From an optimization exercise on the open Yosys and OpenROAD flow, aimed at small area, a short achievable clock period and few clock cycles per item; shortcuts taken in it are not production practice.
Function was checked by simulation only, so behaviour that the tests miss may differ from the original.
No activity file was given, so power comes from the tool's default toggle rates.

run 1:
// dmme_top
module dmme_top (
    input  logic  clk_in,
    input  logic  rst,
    input  logic  req,
    output logic  ack,
    input  dmme_data_pkg::elem_t a00,
    input  dmme_data_pkg::elem_t a01,
    input  dmme_data_pkg::elem_t a10,
    input  dmme_data_pkg::elem_t a11,
    input  dmme_data_pkg::elem_t b00,
    input  dmme_data_pkg::elem_t b01,
    input  dmme_data_pkg::elem_t b10,
    input  dmme_data_pkg::elem_t b11,
    output dmme_data_pkg::acc_t  c00,
    output dmme_data_pkg::acc_t  c01,
    output dmme_data_pkg::acc_t  c10,
    output dmme_data_pkg::acc_t  c11
);
    always_ff @(posedge clk_in or negedge rst) begin
        if (!rst) begin
            ack <= 1'b0;
        end else begin
            ack <= req;
        end
    end
    wire t00_n1, t00_n2;
    dmme_xnor u_t00_n1 (.a(~(a00[0] & b00[6])), .b(~(a00[1] & b00[5])), .y(t00_n1));
    dmme_or u_t00_n2 (.a(~(a00[0] & b00[6])), .b(~(a00[1] & b00[5])), .y(t00_n2));
    wire t00_n3, t00_n4;
    dmme_fa u_t00_n3 (.a(~(a00[0] & b00[7])), .b(~(a00[1] & b00[6])), .c(~(a00[2] & b00[5])), .s(t00_n3), .co(t00_n4));
    wire t00_n5, t00_n6;
    dmme_fa u_t00_n5 (.a(~(a00[3] & b00[4])), .b(~(a00[4] & b00[3])), .c(~(a00[5] & b00[2])), .s(t00_n5), .co(t00_n6));
    wire t00_n7, t00_n8;
  ...
Size in the first run: about 1,600 cells after synthesis, ~130 flip-flops, ~0.016 sq mm of cells after synthesis.
==> flow/config.mk <==
export PLATFORM = sky130hd
export DESIGN_NAME = dmme_top
export DESIGN_NICKNAME = dmme_top
export VERILOG_FILES = /design/flow/design.v
export SDC_FILE = /design/flow/constraint.sdc
export NUM_CORES = 4
export LEC_CHECK = 0
export CAP_MARGIN = 20
export CORE_MARGIN = 2
export CORE_UTILIZATION = 40
export CTS_BUF_LIST = sky130_fd_sc_hd__clkbuf_4 sky130_fd_sc_hd__clkbuf_8
export PLACE_DENSITY = 0.6
export SETUP_SLACK_MARGIN = 2.8
export SLEW_MARGIN = 20
export SYNTH_HIERARCHICAL = 1
export SYNTH_MINIMUM_KEEP_SIZE = 0
==> flow/constraint.sdc <==
create_clock -name core_clock -period 7.0 [get_ports {clk_in}]
set_input_delay 1.4000 -clock core_clock [delete_from_list [all_inputs] [get_ports {clk_in}]]
set_output_delay 1.4000 -clock core_clock [all_outputs]
set_load 0.01 [all_outputs]
standard.sh (not shown) runs the stock make flow with config.mk's settings and CLKGATE_MAP_FILE= SYNTH_SCRIPT=/design/flow/synth_recipe.tcl, a recipe that flattens the netlist after the stock synthesis.
==> flow/flow/run.sh <==
#!/bin/bash
# The standard layout (standard.sh), with two changes to how it is made:
#  - the resizer may swap a cell for one of another footprint
#    (MATCH_CELL_FOOTPRINT=0; the platform default keeps same-footprint swaps)
#  - the ports are buffered with plain buffers (buf_2) instead of the delay
#    cells buffer_ports picks by default
# If the routed layout then has an antenna violation, the layout is made
# again with the default port buffers.
set -u
try() {
  local tag=$1; shift
  rm -rf orfs out/final.def
  bash standard.sh "$@" finish > "standard_$tag.log" 2>&1
  [ -f out/final.def ] || return 1
  printf 'read_db orfs/results/sky130hd/dmme_top/base/6_final.odb\ncheck_antennas\n' > "ant_$tag.tcl"
  openroad -no_init -exit "ant_$tag.tcl" > "ant_$tag.log" 2>&1
  ! grep -q "Found [1-9][0-9]* net violations" "ant_$tag.log"
}
try buf MATCH_CELL_FOOTPRINT=0 "BUFFER_PORTS_ARGS=-buffer_cell sky130_fd_sc_hd__buf_2" ||
  try std MATCH_CELL_FOOTPRINT=0
Run 1 went all the way through synthesis, placement and routing and the layout is clean on timing, DRC and antenna.
Testbench counts of run 1, summed over its fixed seeds: cycles 3,200, jobs 1,600.
> inputs changed (run 1 -> run 2)
- CTS_BUF_LIST removed (was sky130_fd_sc_hd__clkbuf_4 sky130_fd_sc_hd__clkbuf_8)
- PLACE_DENSITY changed from 0.6 to 0.75
- CORE_UTILIZATION changed from 40 to 60
--- a/flow/flow/run.sh
+++ b/flow/flow/run.sh
@@ -3,5 +3,5 @@
 #  - the resizer may swap a cell for one of another footprint
 #    (MATCH_CELL_FOOTPRINT=0; the platform default keeps same-footprint swaps)
-#  - the ports are buffered with plain buffers (buf_2) instead of the delay
+#  - the ports are buffered with plain buffers (buf_1) instead of the delay
 #    cells buffer_ports picks by default
 # If the routed layout then has an antenna violation, the layout is made
@@ -17,4 +17,4 @@
   ! grep -q "Found [1-9][0-9]* net violations" "ant_$tag.log"
 }
-try buf MATCH_CELL_FOOTPRINT=0 "BUFFER_PORTS_ARGS=-buffer_cell sky130_fd_sc_hd__buf_2" ||
+try buf MATCH_CELL_FOOTPRINT=0 "BUFFER_PORTS_ARGS=-buffer_cell sky130_fd_sc_hd__buf_1" ||
   try std MATCH_CELL_FOOTPRINT=0
==> summary.txt <==
- Compare run 1 and run 2 | worst endpoint data arrival time lower: run 2
- Against run 1, run 2 reports a worst setup slack after placement that is lower.
- Starting density of the core: run 2 vs run 1 up 20 points
Here is what was changed in the inputs of run 3 compared with run 2.
- swapping 2.8 for 2.9 in SETUP_SLACK_MARGIN
--- a/flow/flow/run.sh
+++ b/flow/flow/run.sh
@@ -3,5 +3,5 @@
 #  - the resizer may swap a cell for one of another footprint
 #    (MATCH_CELL_FOOTPRINT=0; the platform default keeps same-footprint swaps)
-#  - the ports are buffered with plain buffers (buf_1) instead of the delay
+#  - the ports are buffered with plain buffers (buf_2) instead of the delay
 #    cells buffer_ports picks by default
 # If the routed layout then has an antenna violation, the layout is made
@@ -17,4 +17,4 @@
   ! grep -q "Found [1-9][0-9]* net violations" "ant_$tag.log"
 }
-try buf MATCH_CELL_FOOTPRINT=0 "BUFFER_PORTS_ARGS=-buffer_cell sky130_fd_sc_hd__buf_1" ||
+try buf MATCH_CELL_FOOTPRINT=0 "BUFFER_PORTS_ARGS=-buffer_cell sky130_fd_sc_hd__buf_2" ||
   try std MATCH_CELL_FOOTPRINT=0
Findings:
On data arrival at the endpoint of the critical path, the higher figure sits with run 2, not run 3. [compare] base=run 2 new=run 3: hold slack higher, post-placement setup slack higher. [compare] base=run 2 new=run 3: combinational power higher, maximum cell stage delay along the critical path was more or less identical, post-route cell area increased by 1.3% relative to the old numbers, reported clock group power -about 10%. The share of post-route cells with drive strength above 1 of run 3 exceeds that of run 2 by 9.1 points. Diff run 2..run 3 | count of cell instances traversed by the critical path | unchanged.
Relative to run 3, the following input files were edited for run 4:
- changing SETUP_SLACK_MARGIN from 2.9 to 2.8
- changing CORE_UTILIZATION from 60 to 40
- changing PLACE_DENSITY from 0.75 to 0.6
Run 4 completed; timing, DRC and antenna clean
According to the power report, total power for run 4 is higher than for run 3.
~same fraction of area in registers in run 3 and run 4
Diff run 3..run 4 | sum of negative setup slack | unchanged
Sort run 3 and run 4 by sequential fraction of design power, descending, and run 3 comes first.
On via density per instance: between run 3 and run 4, it ends up higher for run 3.

==> static timing again, ports no longer ideal <==
The flow's constraints put no driver on any port. The routed layouts listed below were extracted and timed again, unchanged, in two steps.
Step 1 sets driving cells, clkbuf_16 on the clock port and buf_2 on the other inputs (assumed; they add their load-dependent delay and slew).
Step 2 times the ports against the registers' clock, not the clock port: input delays grow and output delays shrink by t, the midpoint of the rising clock arrivals with the driver on.
a / b / c = no drivers / after step 1 / after step 2; a / b = the first two.
run	shift t [ns]	slack for setup (ns)	worst setup path at the end	clock arrival spread, ns
run 1	0.524	2.717 / 2.670 / 2.469	input to register	0.017 / 0.017
run 2	0.473	2.758 / 2.708 / 2.433	input to register	0.009 / 0.010
run 3	0.474	2.837 / 2.791 / 2.481	input to register	0.013 / 0.012
run 4	0.489	2.766 / 2.715 / 2.504	input to register	0.011 / 0.011
After both steps setup and hold are still met in every run listed. The setup slack of run 3, which loses most, moves by -0.046 ns with the drivers and by -0.356 ns with both steps.
